This is an optimization exercise on Yosys and OpenROAD, whose aim is small area, a short achievable clock period and few clock cycles per item, not a production implementation.
Function was checked by simulation only, so behaviour that the tests miss may differ from the original.
Power is estimated from default activity; no workload was simulated.

== run A ==
// memorySubsystem
module memorySubsystem #(
  parameter int LATENCY   = 1,
  parameter int RAM_WORDS = 64
) (
  input  logic                                      CLK,
  input  logic                                      reset,
  input  logic              [cpuTypesPkg::CPUS-1:0] iREN,
  input  cpuTypesPkg::addrT [cpuTypesPkg::CPUS-1:0] iaddr,
  output cpuTypesPkg::wordT [cpuTypesPkg::CPUS-1:0] iload,
  output logic              [cpuTypesPkg::CPUS-1:0] iwait,
  input  logic              [cpuTypesPkg::CPUS-1:0] dREN,
  input  logic              [cpuTypesPkg::CPUS-1:0] dWEN,
  input  cpuTypesPkg::addrT [cpuTypesPkg::CPUS-1:0] daddr,
  input  cpuTypesPkg::wordT [cpuTypesPkg::CPUS-1:0] dstore,
  output cpuTypesPkg::wordT [cpuTypesPkg::CPUS-1:0] dload,
  output logic              [cpuTypesPkg::CPUS-1:0] dwait,
  input  logic              [cpuTypesPkg::CPUS-1:0] ccwrite,
  output logic              [cpuTypesPkg::CPUS-1:0] ccwait,
  output logic              [cpuTypesPkg::CPUS-1:0] ccinv,
  output cpuTypesPkg::addrT [cpuTypesPkg::CPUS-1:0] ccsnoopaddr
);
For scale: about 6,100 cells after synthesis, roughly 2,100 flip-flops, ~76,000 sq um of cells after synthesis.
export LEC_CHECK = 0
export CAP_MARGIN = 20
export CORE_MARGIN = 2
export CORE_UTILIZATION = 60
export PLACE_DENSITY = 0.7
export SETUP_SLACK_MARGIN = 4.5
export SLEW_MARGIN = 20
export SYNTH_HIERARCHICAL = 1
create_clock -name core_clock -period 11.0 [get_ports {CLK}]
standard.sh (not shown) runs the stock make flow with config.mk's settings and CLKGATE_MAP_FILE= SYNTH_SCRIPT=/design/flow/synth_recipe.tcl, a recipe that flattens the netlist after the stock synthesis.
==> flow/flow/run.sh <==
#!/bin/bash
# Own flow: the standard layout, with smaller port buffers, sizing not
# limited to same-footprint cells, and no clock-tree dummy loads.
set -euo pipefail
export BUFFER_PORTS_ARGS="-buffer_cell sky130_fd_sc_hd__buf_2"
export MATCH_CELL_FOOTPRINT=0
export CTS_ARGS="-sink_clustering_enable -repair_clock_nets -dont_use_dummy_load -sink_clustering_size 12 -sink_clustering_max_diameter 50 -buf_list sky130_fd_sc_hd__clkbuf_8"
bash standard.sh > standard.log 2>&1
Run A: PASS, flow complete, no timing, DRC or antenna violations
Testbench counts of run A, summed over its fixed seeds: cycles 4,416, items 4,316.
What run B does differently from run A at the input level:
- SETUP_SLACK_MARGIN: 4.5 -> 4
--- a/flow/flow/run.sh
+++ b/flow/flow/run.sh
@@ -7 +7 @@
-export CTS_ARGS="-sink_clustering_enable -repair_clock_nets -dont_use_dummy_load -sink_clustering_size 12 -sink_clustering_max_diameter 50 -buf_list sky130_fd_sc_hd__clkbuf_8"
+export CTS_ARGS="-sink_clustering_enable -repair_clock_nets -dont_use_dummy_load -sink_clustering_size 16 -sink_clustering_max_diameter 60 -buf_list sky130_fd_sc_hd__clkbuf_8"
==> run summary <==
Run B completed every stage of the flow, and the final layout passed the timing, design-rule and antenna checks.
DRC marker count from the first detailed-route iteration (higher): run B
Relative to run A, internal power has decreased by 1.8% in run B.
Relative to run A, number of buffers other than clock buffers in the final layout increased by 2.7% in run B.
Diff run B..run A | die area | unchanged
Worst setup path endpoint: dload[30] -> run B, dload[55] -> run A
On cell area reported after detailed placement, run A tracks run B almost exactly.
Diff run B and run A: clock-pin slew reported for the worst setup and hold paths after clock tree synthesis lower in run A
In the metrics for run B and run A, the one carrying the lower total power draw is run B.
Changes in run C relative to run B:
- a change of SETUP_SLACK_MARGIN from 4 to 4.5
## What came out
Die span in y came out exactly the same in run B and run C.
Worst hold-check slack deteriorates in run C relative to run B.
Any difference in remaining max-slew budget at the tightest pin between run B and run C is small enough to ignore.
Post-route clock period utilization sits lower in run C than in run B.
Maximum ir drop on the vdd rail ended up about 2.6% lower on run C than on run B.
Compared run C against run B; clock share of power within noise.
In run C, the overall power after layout came out 0.56% below the value in run B.
Run C vs run B — first-pass iteration count of the detailed router dropped 4.

memorySubsystem, a different RTL version from the one above (not shown whole).
Size: about 2100 flip-flops, ~400 I/O pins, roughly 76000 um^2 of cells after synthesis.
==> flow/config.mk <==
export PLATFORM = sky130hd
export DESIGN_NAME = memorySubsystem
export DESIGN_NICKNAME = memorySubsystem
export VERILOG_FILES = /design/flow/design.v
export SDC_FILE = /design/flow/constraint.sdc
export NUM_CORES = 4
export LEC_CHECK = 0
export CAP_MARGIN = 10
export CORE_MARGIN = 2
export CORE_UTILIZATION = 60
export PLACE_DENSITY = 0.7
export SETUP_SLACK_MARGIN = 4.5
export SLEW_MARGIN = 10
export SYNTH_HIERARCHICAL = 1
==> flow/constraint.sdc <==
create_clock -name core_clock -period 11.0 [get_ports {CLK}]
set_input_delay 2.2000 -clock core_clock [delete_from_list [all_inputs] [get_ports {CLK}]]
set_output_delay 2.2000 -clock core_clock [all_outputs]
set_load 0.01 [all_outputs]
==> flow/flow/run.sh <==
#!/bin/bash
# Own flow: the standard layout, with smaller port buffers, sizing not
# limited to same-footprint cells, and no clock-tree dummy loads.
set -euo pipefail
export BUFFER_PORTS_ARGS="-buffer_cell sky130_fd_sc_hd__buf_2"
export MATCH_CELL_FOOTPRINT=0
export CTS_ARGS="-sink_clustering_enable -repair_clock_nets -dont_use_dummy_load -sink_clustering_size 16 -sink_clustering_max_diameter 60 -buf_list sky130_fd_sc_hd__clkbuf_8"
bash standard.sh > standard.log 2>&1
Testbench counts at the start, summed over its fixed seeds: cycles 4,416, items 4,316.
Edit:
CAP_MARGIN = 20   (was 10)
CORE_UTILIZATION = 70   (was 60)
PLACE_DENSITY = 0.8   (was 0.7)
SLEW_MARGIN = 20   (was 10)
=> Wire length is lower slightly; setup slack loses 0.15 ns; synthesized cell count stays the same; global-route usage came out higher by 6.9 points; clock power went down slightly; die area falls by about a fifth; register-to-register slack is worse by 0.44 ns; final area shrinks slightly; clock skew rose by 0.018 ns; total power is about the same.
Edit:
CORE_UTILIZATION = 50   (was 70)
PLACE_DENSITY = 0.6   (was 0.8)
SETUP_SLACK_MARGIN = 3   (was 4.5)
Effect: The changed run finished with timing, DRC and antenna clean. Clock power grows by about 4%. Sequential power stays flat. Power came out lower by 2.1%. Non-clock buffer count shrinks by 104. Routed wire length grows by 1.5%. Synthesized area stays the same. Clock skew stays flat. Via count fell by 5.9%. Cell area drops by 2.6%.
Edit:
CORE_UTILIZATION = 60   (was 50)
PLACE_DENSITY = 0.7   (was 0.6)
SETUP_SLACK_MARGIN = 5   (was 3)
After rerunning: The new run finished with timing, DRC and antenna clean. Global-route usage is higher by 5.8 points. Wire length shrinks by 1.7%. Critical path depth rises by 2. Synthesized area stays the same. Setup slack improves by 0.39 ns.

==> re-timing with driven ports <==
Ports are ideal in the flow. The routed layouts listed here were re-timed in OpenROAD.
Step 1, drivers: a clkbuf_16 drives CLK and a buf_2 each remaining input, both assumed.
Step 2 moves the port delays by t, midway between the first and last clock arrival at a register: inputs arrive t later, outputs are due t later. That takes back most of the time a late clock gives input paths.
Three values: no drivers, after step 1, after step 2; two values: the first two.
run | t, ns | slack for setup (ns) | pins driven straight from the clock port
run A | 0.999 | 3.595 / 3.432 / 3.432 | 1
run B | 0.975 | 3.463 / 3.402 / 3.402 | 1
run C | 0.972 | 3.606 / 3.397 / 3.397 | 1
the first run of note 2 | 0.994 | 3.461 / 3.318 / 3.318 | 1
the second run of note 2 | 0.970 | 3.310 / 3.201 / 3.201 | 1
the third run of note 2 | 0.976 | 2.899 / 2.841 / 2.841 | 1
the fourth run of note 2 | 0.974 | 3.294 / 3.252 / 3.252 | 1
After both steps every run listed still meets setup and hold. For run C, which loses most, drivers alone change the setup slack by -0.209 ns; drivers and shift together by -0.209 ns.
